Background: an optimization exercise with open tools, aiming at a short achievable clock period and few clock cycles. Do not read the settings as production practice. In this exercise RTL edits were held to simulation tests only and were not proved equivalent to the original. Power and IR drop assume default switching activity.

$ cat flow/design.v
`timescale 1ns/100ps
`default_nettype none
module cache_way #(
    parameter int S_INDEX = 3
) (
    input wire logic clk,
    input wire logic rst_n_i,
    input wire logic [S_INDEX-1:0] index_i,
    input wire logic [31-5-S_INDEX:0] req_tag_i,
    input wire logic [2**S_INDEX-1:0] load_i,
    input wire logic [255:0] line_i,
    input wire logic load_dirty_i,
    input wire logic [2**S_INDEX-1:0] write_i,
    input wire logic [31:0] byte_en_i,
    input wire logic [255:0] wdata_i,
    output logic [255:0] rline_o,
    output logic [31-5-S_INDEX:0] tag_o,
    output logic valid_o,
    output logic dirty_o,
    output logic hit_o
);
    localparam int LINE_BITS = 256;
    localparam int MASK_BITS = LINE_BITS / 8;
    localparam int OFFSET_BITS = 5;
    localparam int TAG_BITS = 32 - OFFSET_BITS - S_INDEX;
    localparam int NUM_SETS = 2 ** S_INDEX;
    logic [LINE_BITS-1:0] data_q [NUM_SETS];
    logic [TAG_BITS-1:0] tag_q [NUM_SETS];
    logic [NUM_SETS-1:0] valid_q;
    logic [NUM_SETS-1:0] dirty_q;
    logic [NUM_SETS-1:0] match;
    logic [NUM_SETS-1:0] index_sel;
    always_comb begin
        for (int s = 0; s < NUM_SETS; s++) begin
            match[s] = valid_q[s] && (tag_q[s] == req_tag_i);
            index_sel[s] = (index_i == S_INDEX'(s));
        end
    end
    assign hit_o = |(match & index_sel);
    always_ff @(posedge clk) begin
        for (int s = 0; s < NUM_SETS; s++) begin
            for (int b = 0; b < MASK_BITS; b++) begin
                if (load_i[s]) begin
                    data_q[s][8*b +: 8] <= line_i[8*b +: 8];
                end else if (write_i[s] && byte_en_i[b]) begin
                    data_q[s][8*b +: 8] <= wdata_i[8*b +: 8];
                end
            end
        end
    end
    always_ff @(posedge clk) begin
        for (int s = 0; s < NUM_SETS; s++) begin
            if (load_i[s]) begin
                tag_q[s] <= req_tag_i;
            end
        end
    end
    always_ff @(posedge clk or negedge rst_n_i) begin
        if (!rst_n_i) begin
            valid_q <= '0;
            dirty_q <= '0;
        end else begin
            for (int s = 0; s < NUM_SETS; s++) begin
                if (load_i[s]) begin
                    valid_q[s] <= 1'b1;
                    dirty_q[s] <= load_dirty_i;
                end else if (write_i[s]) begin
                    dirty_q[s] <= 1'b1;
                end
            end
        end
    end
    always_comb begin
        rline_o = data_q[index_i];
        tag_o = tag_q[index_i];
        valid_o = valid_q[index_i];
        dirty_o = dirty_q[index_i];
    end
endmodule
`default_nettype wire
`timescale 1ns/100ps
`default_nettype none
module cache_way_select #(
    parameter int S_INDEX = 3
) (
    input wire logic clk,
    input wire logic rst_n_i,
    input wire logic [S_INDEX-1:0] index_i,
    input wire logic [2**S_INDEX-1:0] set_sel_i,
    input wire logic [255:0] rline0_i,
    input wire logic [255:0] rline1_i,
    input wire logic [31-5-S_INDEX:0] tag0_i,
    input wire logic [31-5-S_INDEX:0] tag1_i,
    input wire logic [1:0] valid_i,
    input wire logic [1:0] dirty_i,
    input wire logic lru_load_i,
    input wire logic lru_way_i,
    output logic victim_o,
    output logic victim_dirty_o,
    output logic [255:0] lru_line_o,
    output logic [31-5:0] victim_line_addr_o
);
    localparam int NUM_SETS = 2 ** S_INDEX;
    logic [NUM_SETS-1:0] lru_q;
    assign victim_o = ~lru_q[index_i];
    assign victim_dirty_o = victim_o ? (valid_i[1] && dirty_i[1]) : (valid_i[0] && dirty_i[0]);
    assign lru_line_o = victim_o ? rline1_i : rline0_i;
    assign victim_line_addr_o = {(victim_o ? tag1_i : tag0_i), index_i};
    always_ff @(posedge clk or negedge rst_n_i) begin
        if (!rst_n_i) begin
            lru_q <= '0;
        end else begin
            for (int s = 0; s < NUM_SETS; s++) begin
                if (lru_load_i && set_sel_i[s]) lru_q[s] <= lru_way_i;
            end
        end
    end
endmodule
`default_nettype wire
`timescale 1ns/100ps
`default_nettype none
module cache_control #(
    parameter int S_INDEX = 3
) (
    input wire logic clk,
    input wire logic rst_n_i,
    input wire logic mem_read_i,
    input wire logic mem_write_i,
    input wire logic [31:0] mem_addr_i,
    input wire logic pmem_resp_i,
    input wire logic [255:0] fill_line_i,
    input wire logic [1:0] hit_i,
    input wire logic victim_i,
    input wire logic victim_dirty_i,
    input wire logic [255:0] rline0_i,
    input wire logic [255:0] rline1_i,
    input wire logic [255:0] lru_line_i,
    input wire logic [31-5:0] victim_line_addr_i,
    output logic [2**S_INDEX-1:0] set_sel_o,
    output logic [2*2**S_INDEX-1:0] load_o,
    output logic [255:0] load_line_o,
    output logic [2*2**S_INDEX-1:0] write_o,
    output logic lru_load_o,
    output logic lru_way_o,
    output logic [255:0] mem_rdata_o,
    output logic mem_resp_o,
    output logic pmem_read_o,
    output logic pmem_write_o,
    output logic [31:0] pmem_address_o,
    output logic [255:0] pmem_wdata_o
);
    localparam int OFFSET_BITS = 5;
    localparam int NUM_SETS = 2 ** S_INDEX;
    logic resp_q;
    logic wb_q;
    logic rd_q;
    logic resp_n_q;
    logic wb_n_q;
    logic rd_n_q;
    logic resp_d;
    logic wb_d;
    logic rd_d;
    logic wb;
    logic rd;
    logic [1:0] load_d;
    logic [1:0] write_d;
    logic lru_load_d;
    logic [2*NUM_SETS-1:0] load_q;
    logic [2*NUM_SETS-1:0] write_q;
    logic lru_load_q;
    logic lru_way_q;
    logic [NUM_SETS-1:0] set_sel_q;
    logic [255:0] rdata_q;
    logic [255:0] fill_q;
    logic [255:0] wdata_q;
    logic [31-OFFSET_BITS:0] paddr_q;
    logic idle;
    logic req;
    logic hit;
    logic fill;
    logic [S_INDEX-1:0] index;
    assign req = mem_read_i || mem_write_i;
    assign wb = !wb_n_q;
    assign rd = !rd_n_q;
    assign idle = resp_n_q && wb_n_q && rd_n_q;
    assign hit = |hit_i;
    assign fill = rd && pmem_resp_i;
    assign index = mem_addr_i[OFFSET_BITS +: S_INDEX];
    always_comb begin
        resp_d = 1'b0;
        wb_d = wb;
        rd_d = rd;
        write_d = '0;
        lru_load_d = 1'b0;
        load_d = '0;
        if (idle && req) begin
            if (hit) begin
                resp_d = 1'b1;
                lru_load_d = 1'b1;
                write_d = mem_write_i ? hit_i : 2'b00;
            end else if (victim_dirty_i) begin
                wb_d = 1'b1;
            end else begin
                rd_d = 1'b1;
            end
        end
        if (wb && pmem_resp_i) begin
            wb_d = 1'b0;
            rd_d = 1'b1;
        end
        if (fill) begin
            rd_d = 1'b0;
            resp_d = 1'b1;
            lru_load_d = 1'b1;
            load_d = victim_i ? 2'b10 : 2'b01;
        end
    end
    always_ff @(posedge clk or negedge rst_n_i) begin
        if (!rst_n_i) begin
            resp_q <= 1'b0;
            wb_q <= 1'b0;
            rd_q <= 1'b0;
            resp_n_q <= 1'b1;
            wb_n_q <= 1'b1;
            rd_n_q <= 1'b1;
            load_q <= '0;
            write_q <= '0;
            lru_load_q <= 1'b0;
        end else begin
            resp_q <= resp_d;
            wb_q <= wb_d;
            rd_q <= rd_d;
            resp_n_q <= !resp_d;
            wb_n_q <= !wb_d;
            rd_n_q <= !rd_d;
            for (int w = 0; w < 2; w++) begin
                for (int s = 0; s < NUM_SETS; s++) begin
                    load_q[w*NUM_SETS+s] <= load_d[w] && (index == S_INDEX'(s));
                    write_q[w*NUM_SETS+s] <= write_d[w] && (index == S_INDEX'(s));
                end
            end
            lru_load_q <= lru_load_d;
        end
    end
    always_ff @(posedge clk) begin
        for (int s = 0; s < NUM_SETS; s++) set_sel_q[s] <= (index == S_INDEX'(s));
        lru_way_q <= rd ? victim_i : hit_i[1];
        wdata_q <= lru_line_i;
        paddr_q <= (victim_dirty_i && !rd && !(wb && pmem_resp_i)) ? victim_line_addr_i
                                                                         : mem_addr_i[31:OFFSET_BITS];
        rdata_q <= hit_i[1] ? rline1_i : (rd ? fill_line_i : rline0_i);
        fill_q <= fill_line_i;
    end
    assign set_sel_o = set_sel_q;
    assign load_o = load_q;
    assign load_line_o = fill_q;
    assign write_o = write_q;
    assign lru_load_o = lru_load_q;
    assign lru_way_o = lru_way_q;
    assign mem_rdata_o = rdata_q;
    assign mem_resp_o = resp_q;
    assign pmem_read_o = rd_q;
    assign pmem_write_o = wb_q;
    assign pmem_address_o = {paddr_q, OFFSET_BITS'(0)};
    assign pmem_wdata_o = wdata_q;
endmodule
`default_nettype wire
`timescale 1ns/100ps
`default_nettype none
module cache_top #(
    parameter int S_INDEX = 3
) (
    input wire logic clk,
    input wire logic rst_n_i,
    input wire logic mem_read_i,
    input wire logic mem_write_i,
    input wire logic [31:0] mem_addr_i,
    input wire logic [31:0] mem_byte_enable_i,
    input wire logic [255:0] mem_wdata_i,
    output logic [255:0] mem_rdata_o,
    output logic mem_resp_o,
    output logic pmem_read_o,
    output logic pmem_write_o,
    output logic [31:0] pmem_address_o,
    output logic [255:0] pmem_wdata_o,
    input wire logic [255:0] pmem_rdata_i,
    input wire logic pmem_resp_i
);
    localparam int TAG_BITS = 32 - 5 - S_INDEX;
    localparam int MASK_BITS = 32;
    logic [S_INDEX-1:0] index;
    logic [TAG_BITS-1:0] req_tag;
    logic victim;
    logic victim_dirty;
    logic lru_load;
    logic lru_way;
    logic [2*2**S_INDEX-1:0] load;
    logic [255:0] load_line;
    logic [2**S_INDEX-1:0] set_sel;
    logic [2*2**S_INDEX-1:0] write;
    logic [255:0] fill_line;
    logic [255:0] lru_line;
    logic [31-5:0] victim_line_addr;
    logic [255:0] rline [2];
    logic [TAG_BITS-1:0] tag [2];
    logic [1:0] valid;
    logic [1:0] dirty;
    logic [1:0] way_hit;
    assign index = mem_addr_i[5 +: S_INDEX];
    assign req_tag = mem_addr_i[31 -: TAG_BITS];
    always_comb begin
        for (int b = 0; b < MASK_BITS; b++) begin
            fill_line[8*b +: 8] = (mem_write_i && mem_byte_enable_i[b]) ? mem_wdata_i[8*b +: 8]
                                                                         : pmem_rdata_i[8*b +: 8];
        end
    end
    cache_control #(.S_INDEX(S_INDEX)) cache_control_i (
        .clk, .rst_n_i,
        .mem_read_i, .mem_write_i, .mem_addr_i, .pmem_resp_i, .fill_line_i(fill_line),
        .hit_i(way_hit), .victim_i(victim), .victim_dirty_i(victim_dirty),
        .rline0_i(rline[0]), .rline1_i(rline[1]),
        .lru_line_i(lru_line), .victim_line_addr_i(victim_line_addr),
        .set_sel_o(set_sel), .load_o(load), .load_line_o(load_line), .write_o(write),
        .lru_load_o(lru_load), .lru_way_o(lru_way),
        .mem_rdata_o, .mem_resp_o, .pmem_read_o, .pmem_write_o, .pmem_address_o, .pmem_wdata_o
    );
    for (genvar w = 0; w < 2; w++) begin : g_way
        cache_way #(.S_INDEX(S_INDEX)) cache_way_i (
            .clk, .rst_n_i,
            .index_i(index), .req_tag_i(req_tag),
            .load_i(load[w*2**S_INDEX +: 2**S_INDEX]), .line_i(load_line), .load_dirty_i(mem_write_i),
            .write_i(write[w*2**S_INDEX +: 2**S_INDEX]), .byte_en_i(mem_byte_enable_i), .wdata_i(mem_wdata_i),
            .rline_o(rline[w]), .tag_o(tag[w]), .valid_o(valid[w]), .dirty_o(dirty[w]),
            .hit_o(way_hit[w])
        );
    end
    cache_way_select #(.S_INDEX(S_INDEX)) cache_way_select_i (
        .clk, .rst_n_i, .index_i(index), .set_sel_i(set_sel),
        .rline0_i(rline[0]), .rline1_i(rline[1]), .tag0_i(tag[0]), .tag1_i(tag[1]),
        .valid_i(valid), .dirty_i(dirty), .lru_load_i(lru_load), .lru_way_i(lru_way),
        .victim_o(victim), .victim_dirty_o(victim_dirty),
        .lru_line_o(lru_line), .victim_line_addr_o(victim_line_addr)
    );
endmodule
`default_nettype wire
$ cat flow/run.sh
#!/bin/bash
# synth_recipe.tcl (not shown) runs the flow's synth.tcl, then flattens the netlist and writes it again
# the make line also repeats each setting of config.mk as NAME=value (left out here)
make -C /OpenROAD-flow-scripts/flow DESIGN_CONFIG=/design/flow/config.mk WORK_HOME=/design/flow/orfs CLKGATE_MAP_FILE= SYNTH_SCRIPT=/design/flow/synth_recipe.tcl finish
$ cat flow/config.mk
export PLATFORM = sky130hd
export DESIGN_NAME = cache_top
export DESIGN_NICKNAME = cache_top
export VERILOG_FILES = /design/flow/design.v
export SDC_FILE = /design/flow/constraint.sdc
export NUM_CORES = 4
export LEC_CHECK = 0
export ABC_CLOCK_PERIOD_IN_PS = 2000
export CAP_MARGIN = 20
export CORE_MARGIN = 2
export CORE_UTILIZATION = 55
export SETUP_SLACK_MARGIN = 5
export SLEW_MARGIN = 20
export TNS_END_PERCENT = 100
$ cat flow/constraint.sdc
create_clock -name core_clock -period 8.0 [get_ports {clk}]
set_input_delay 1.6000 -clock core_clock [delete_from_list [all_inputs] [get_ports {clk}]]
set_output_delay 1.6000 -clock core_clock [all_outputs]
set_load 0.01 [all_outputs]
==> metrics.cfg, run 1 <==
[pwr]
p_leak_nw = 104
powerDensity_nw_per_um2 = 254
peakVddDrop_v = 0.000329

[hold_path]
hp-class = in2async

[grt]
grt_pass1_wl_mm = 1400
antenna_found_initial = 106
grt_use_total_pct = 42.3
overflow = 0
grt_pass1_vias = 169000
grt_max_degree = 123

[synthesis]
yosysWarnings = 8
synth-simple-area-share_pct = 2.67
synthFlopType = edfxtp_1
yosysTopAreaCell = edfxtp_1
synth_compound_area_share_pct = 9.92
synth_edf_count = 4480
synth_top_area_share_pct = 52.4
seq_area_frac_synth_pct = 59.4
synth_top_cells_by_area = edfxtp_1 52%, mux2_2 20%, dfxtp_1 6.3%
synth_top_family_by_area = multiplexers
synthAdderAreaFrac_pct = 0
synth_xor_area_share_pct = 1.31
syn_area_sq_um = 257000
syn_avg_cell_area_sq_um = 14.0
ys_seq_elements = 5362
ys_types = 63
syn_inst = 18300
postSynth.asyncResetShare_pct = 1.45
muxShareOfSynthArea_pct = 23.4

[route]
vias = 180000
routed_wl_mm = 1060
via_per_inst = 7.08
drc_errors = 0
drt-initial-drc-count = 25600
drtPass1Iterations = 6
postRouteAntennaNets = 0
wire_per_inst_um = 41.6

[flow_run]
maxCapViolations = 0

[critical_path]
cpLargestDelayFamily = flip-flops
end_kind = primary output
critPathLaunchType = flip-flop
worstReg2RegEnd = g_way[1].cache_way_i.data_q[4][191]
worst-path-buf-inv = 1
slowest_stage = dfrtp_2
required_ns = 6.40
crit_arrival_ns = 1.74
r2r_start = cache_control_i.load_q[12]
worstPathMaxFanout = 1
worst-setup-path-type = reg2out
ff2ff_path_depth = 3
slowest_delay_ns = 0.48
path_cells = buf_6
rrSetupSlack_ns = 4.93

[cts]
clock_latency_ns = 1.11
cts_sinks = 5362
ctsHoldBuffers = 0
cts_tree = built
clockBufferDepth = 4
clk_pin_slew_worst_paths_ns = 0.07
htreeDepth = 6
clockRootBuffer = clkbuf_16
numCtsBuffers = 590

[sta]
final.setup.tns_ns = 0
hold_viol = 0
finClkSkew_ns = 0.0430
relSlewSlack_pct = 14.1
finalMaxSlewViolations = 0
worstMarginPinSlew_ns = 1.29
grt_setup_unrepaired = yes
period_minus_slack_ns = 3.34
clock.fmax_mhz = 299
finalCritPeriodShare_pct = 41.8
finalSetupViolations = 0

[die]
die-area_sq_um = 473000
die_h_um = 687
initial_core_util_pct = 55.3
die_w_um = 687
coreArea_sq_um = 465000
num_rows = 250
pin_count = 1128

[final_layout]
final_common_cell = mux2_2
drive_above_1_share_pct = 39.4
nets = 19300
final_area_sq_um = 300000
syn_to_final_growth_pct = 16.9
final_cell_mix = 4530 x mux2_2, 4480 x edfxtp_1, 754 x nand2_1

[status]
status = finished clean

[placement]
place_congestion = 0.866
io_buffer_count = 1117
dp_hpwl_mm = 557
place_area_sq_um = 271000

## worst max-delay path by stage
| stage | cells past startpoint | endpoint | slack [ns] | from |
|---|---|---|---|---|
| CTS | 1 | pmem_read_o | 4.61 | cache_control_i.rd_q |
| global placement | 9 | cache_control_i.rdata_q[57] | 1.93 | mem_addr_i[9] |
| finish | 1 | pmem_read_o | 4.66 | cache_control_i.rd_q |
| global route | 1 | pmem_read_o | 4.65 | cache_control_i.rd_q |
| detailed placement | 12 | cache_control_i.wdata_q[92] | 1.93 | mem_addr_i[7] |
| floorplan | 9 | cache_control_i.paddr_q[16] | 4.46 | mem_addr_i[5] |
## cells in the mapped netlist (all sizes together) (105+ instances only)
| master | count |
|---|---|
| a21oi | 360 |
| nand2 | 773 |
| mux2i | 586 |
| o221a | 113 |
| clkbuf | 1587 |
| mux4 | 125 |
| nor2 | 320 |
| a21o | 516 |
| edfxtp | 4480 |
| o22ai | 372 |
| a221oi | 170 |
| dfxtp | 804 |
| mux2 | 4562 |
| nor2b | 161 |
| o221ai | 154 |
| a22oi | 439 |
| buf | 437 |
| o21ai | 797 |
| o211ai | 249 |
| nand4 | 105 |
| xnor2 | 384 |
## report_power, final
| part | leakage (nW) | internal [W] | total, W | switching, W |
|---|---|---|---|---|
| sequential | 48.1 | 0.0327 | 0.0348 | 0.00209 |
| clock | 9.38 | 0.0159 | 0.0275 | 0.0116 |
| combinational | 46.9 | 0.00613 | 0.0142 | 0.00802 |
## registers in the layout, indices dropped and copies added, names as in the netlist, 8 cells and up
register	flops
cache_control_i.load_q	16
cache_way_select_i.lru_q	8
cache_control_i.wdata_q	256
g_way.cache_way_i.tag_q	384
g_way.cache_way_i.data_q	4096
cache_control_i.rdata_q	256
cache_control_i.set_sel_q	8
cache_control_i.write_q	16
g_way.cache_way_i.valid_q	16
cache_control_i.paddr_q	27
cache_control_i.fill_q	256
g_way.cache_way_i.dirty_q	16
## per-layer routing
metal | routed length (um) | track usage [%] | vias to the layer above | part of all wire (%)
li1 | - | - | 71800 | -
met3 | 139000 | 12.0 | 2607 | 13
met4 | 67100 | 24.5 | 66 | 6.3
met5 | 436 | 0 | - | 0.041
met1 | 389000 | 56.2 | 92400 | 37
met2 | 464000 | 62.1 | 13400 | 44
## stage by stage
stage	setup WS, ns	power [W]	hold WS [ns]	util [%]	instances
floorplan	4.46	0.0405	0.452	-	18300
global placement	1.93	0.0471	0.484	58.4	23900
detailed placement	1.93	0.0472	0.490	58.4	23900
CTS	4.61	0.0752	0.429	63.7	25200
global route	4.65	0.0779	0.506	64.6	25400
finish	4.66	0.0764	0.470	64.6	25500
## cell families after synthesis
| family | Yosys count |
|---|---|
| buffers and inverters | 2055 |
| other | 1 |
| AOI/OAI and AO/OA | 3687 |
| muxes | 5273 |
| and+or+nand+nor | 1533 |
| DFF | 5362 |
| xor gates and xnor gates | 384 |
## what timing repair did
action / in CTS / in global routing
buffers inserted: 148 / 88
cloned: 94 / 64
resized for setup: 3427 / 526
pin swaps: 26 / 58
endpoints found under the setup margin: 1436 / 1044
## layout make-up
type | instances | area [sq um]
clock buffers | 933 | 17900
fillers | 34800 | 164000
clock inverters | 143 | 1160
repair buffers | 1794 | 22000
flip-flops and latches | 5362 | 154000
repair inverters | 6 | 52.6
well taps | 6174 | 7720
inverters | 31 | 268
multi-input cells | 10900 | 97400
diodes | 112 | 280
Testbench counts, summed over its fixed seeds: cycles 146,094.
==> inputs of run 2 (changes only) <==
--- a/flow/config.mk
+++ b/flow/config.mk
@@ -9,5 +9,6 @@
 export CAP_MARGIN = 20
 export CORE_MARGIN = 2
-export CORE_UTILIZATION = 55
+export CORE_UTILIZATION = 62
+export PLACE_DENSITY = 0.72
 export SETUP_SLACK_MARGIN = 5
 export SLEW_MARGIN = 20
==> metrics.cfg, run 2 <==
[critical_path]
worstReg2RegEnd = g_way[1].cache_way_i.data_q[6][84]
r2r_start = cache_control_i.load_q[14]
worstPathMaxFanout = 2  ; +1
path_cells = buf_6
required_ns = 6.40  ; about the same
end_kind = primary output
ff2ff_path_depth = 3  ; unchanged
worst-path-buf-inv = 1  ; unchanged
slowest_delay_ns = 0.54  ; +0.06 ns
crit_arrival_ns = 1.78  ; +0.04 ns
worst-setup-path-type = reg2out
rrSetupSlack_ns = 4.88  ; -0.05 ns
critPathLaunchType = flip-flop
slowest_stage = dfrtp_4
cpLargestDelayFamily = flip-flops

[synthesis]
synth_top_cells_by_area = edfxtp_1 52%, mux2_2 20%, dfxtp_1 6.3%
post-synth-top-count-cell = mux2_2
syn_area_sq_um = 257000  ; unchanged
syn_avg_cell_area_sq_um = 14.0  ; unchanged
postSynth.asyncResetShare_pct = 1.45  ; unchanged
synth_top_area_share_pct = 52.4  ; unchanged
yosysWarnings = 8  ; unchanged
synthTopCellsByCount = 4543 x mux2_2, 4480 x edfxtp_1, 1587 x clkbuf_1
yosysTopAreaCell = edfxtp_1
ys_seq_elements = 5362  ; unchanged
synthFlopType = edfxtp_1
ys_types = 63  ; unchanged
seq_area_frac_synth_pct = 59.4  ; unchanged
syn_inst = 18300  ; unchanged
synth_edf_count = 4480  ; unchanged

[pwr]
pwr-share-comb_pct = 18.6  ; about the same
powerDensity_nw_per_um2 = 252  ; -0.97%
intPower_w = 0.0542  ; -1.1%
switching_share_pct = 28.2  ; -0.17 points
totalPowerFinal_w = 0.0754  ; -1.3%
switchingPower_w = 0.0213  ; -1.9%
peakVddDrop_v = 0.000266  ; -19%
p_leak_nw = 104  ; -0.13%
clkPwrFrac_pct = 35.4  ; -0.5 points
p_seq_share_pct = 46.0  ; +0.5 points

[cts]
clockBufferDepth = 4  ; unchanged
clock_latency_ns = 1.10  ; about the same
cts_tree = built
htreeDepth = 6  ; unchanged
numCtsBuffers = 569  ; -3.6%
ctsHoldBuffers = 0  ; unchanged
clk_pin_slew_worst_paths_ns = 0.06  ; about the same
clockRootBuffer = clkbuf_16
cts_sinks = 5362  ; unchanged

[route]
wire_per_inst_um = 40.6  ; -2.4%
drtPass1Iterations = 8  ; +2
drc_errors = 0  ; unchanged
routed_wl_mm = 1000  ; -5.2%
vias = 183000  ; +1.4%
postRouteAntennaNets = 1  ; +1
via_per_inst = 7.39  ; +4.3%
drt-initial-drc-count = 29900  ; +17%

[final_layout]
final_area_sq_um = 299000  ; -0.33%
final_common_cell = mux2_2
syn_to_final_growth_pct = 16.5
nets = 19300  ; -0.021%
final_cell_mix = 4530 x mux2_2, 4480 x edfxtp_1, 760 x nand2_1
reg.largest.list = g_way.cache_way_i.data_q x4096, g_way.cache_way_i.tag_q x384
drive_above_1_share_pct = 39.8  ; +0.36 points
top_register = g_way.cache_way_i.data_q
multi_input_area_sq_um = 97800  ; +0.39%
largest_register_ffs = 4096  ; unchanged
seq_area_sq_um = 153000  ; about the same
fillers = 27200  ; -22%

[die]
die-area_sq_um = 420000  ; -11%
pin_count = 1128  ; unchanged
die_h_um = 648  ; -5.8%
die_w_um = 648  ; -5.8%
num_rows = 236  ; -5.6%
coreArea_sq_um = 413000  ; -11%
initial_core_util_pct = 62.2  ; +6.9 points

[sta]
final.setup.tns_ns = 0  ; unchanged
clock.fmax_mhz = 296  ; -0.95%
worstMarginPinSlew_ns = 1.23  ; -0.0609 ns
finClkSkew_ns = 0.0426  ; -0.000464 ns
relSlewSlack_pct = 18.1  ; +4.1 points
finalMaxSlewViolations = 0  ; unchanged
grt_setup_unrepaired = yes
finalCritPeriodShare_pct = 42.2  ; +0.40 points
fin_ws_ns = 4.62  ; -0.0322 ns
hold_viol = 0  ; unchanged
finalSetupViolations = 0  ; unchanged
period_minus_slack_ns = 3.38  ; +0.0322 ns

[grt]
grt_max_degree = 131  ; +6.5%
antenna_found_initial = 107  ; +0.94%
grt_use_total_pct = 45.6  ; +3.3 points
grt_pass1_vias = 171000  ; +1.2%
grt_pass1_wl_mm = 1340  ; -3.8%
overflow = 0  ; unchanged

[placement]
io_buffer_count = 1117  ; unchanged
place_congestion = 0.918  ; +6.0%
dp_hpwl_mm = 531  ; -4.7%
place_ws_ns = 1.91  ; -0.0212 ns
place_area_sq_um = 270000  ; -0.46%

[status]
status = complete, but fails checks
violatedChecks = antenna rules

[hold_path]
hp-class = in2async

[flow_run]
maxCapViolations = 0  ; unchanged

-- run 2: changes by cell type in the layout (fill, tap and decap cells not counted), sizes merged, moves of 3 or more --
cell,change
clkbuf,-101
clkinv,+45
buf,+19
inv,+12
clkinvlp,+8
diode,-8
bufinv,+4
nand2,-3
-- run 2: worst max path at each step --
| stage | startpoint | slack [ns] | to | cells after the start |
|---|---|---|---|---|
| after detailed placement | mem_addr_i[6] | 1.91 | cache_control_i.rdata_q[153] | 11 |
| after global placement | mem_addr_i[6] | 1.87 | cache_control_i.rdata_q[153] | 11 |
| after floorplan | mem_addr_i[5] | 4.46 | cache_control_i.paddr_q[16] | 9 |
| after CTS | cache_control_i.lru_load_q | 4.60 | mem_resp_o | 1 |
| final | cache_control_i.lru_load_q | 4.62 | mem_resp_o | 1 |
| after global routing | cache_control_i.lru_load_q | 4.65 | mem_resp_o | 1 |
-- run 2: area by class of cell --
cell class | instances | share of cell area (%)
diodes | 104 | 0.0870
clock buffers | 836 | 5.65
clock inverters | 207 | 0.530
inverters | 31 | 0.0928
multi-input cells | 10900 | 32.7
flip-flops and latches | 5362 | 51.3
well taps | 5474 | 2.29
repair buffers | 1809 | 7.38
repair inverters | 11 | 0.0322
-- run 2: repair_timing --
action,in CTS,in global routing
pin swaps,35,58
resized for setup,3403,550
cloned,109,50
buffers inserted,181,94
endpoints found under the setup margin,1451,997
-- run 2: logic make-up after synthesis --
family / after synthesis / synth area share [%]
other cells: 1 / 0.00146
flops: 5362 / 59.4
mux: 5273 / 23.4
buf+inv: 2055 / 3.33
compound gates: 3687 / 9.92
simple gates: 1533 / 2.67
xor+xnor: 384 / 1.31
-- run 2: metal layers --
metal  routed length (um)  track usage, %  share of wire, %  vias up
met2               429000            65.2                43    15800
li1                     -               -                 -    71700
met4                80200            31.4               8.0       64
met3               148000            14.1                15     3279
met1               346000            59.6                35    91800
met5                  618               0             0.062        -
-- run 2: power groups by stage --
stage,clock (W),combinational (W),sequential (W)
2_1_floorplan,0,0.00633,0.0341
3_3_place_gp,0,0.0120,0.0347
3_5_place_dp,0,0.0122,0.0347
4_1_cts,0.0265,0.0130,0.0344
5_1_grt,0.0276,0.0144,0.0347
6_report,0.0267,0.0140,0.0347
-- run 2: metrics by stage --
| step | cells | hold slack, ns | utilization [%] |
|---|---|---|---|
| 2_1_floorplan | 18300 | 0.452 | - |
| 4_1_cts | 24500 | 0.304 | 71.5 |
| 3_5_place_dp | 23100 | 0.494 | 65.4 |
| 5_1_grt | 24600 | 0.347 | 72.5 |
| 3_3_place_gp | 23100 | 0.485 | 65.4 |
| 6_report | 24700 | 0.332 | 72.5 |

static timing again, ports no longer ideal:
Ports are ideal in the flow. The routed layouts listed here were re-timed in OpenROAD. Step 1 (the two cells are an assumption about what drives the block):
set clk [get_ports {clk}]
set_driving_cell -lib_cell sky130_fd_sc_hd__clkbuf_16 $clk
set_driving_cell -lib_cell sky130_fd_sc_hd__buf_2 [delete_from_list [all_inputs] $clk]
Step 2, shift: input delay + t, output delay - t, t = (earliest + latest rising clock arrival at the registers) / 2. This alone moves slack from input paths to output paths. Slacks: ideal / step 1 / step 2; pairs: ideal / step 1.
run	t (ns)	slack for setup (ns)	worst slew at a driven data input, ns
run 1	1.230	4.655 / 4.482 / 3.252	0.48
run 2	1.214	4.623 / 4.486 / 3.313	0.48
For run 1, which loses most, drivers alone change the setup slack by -0.173 ns; drivers and shift together by -1.403 ns.
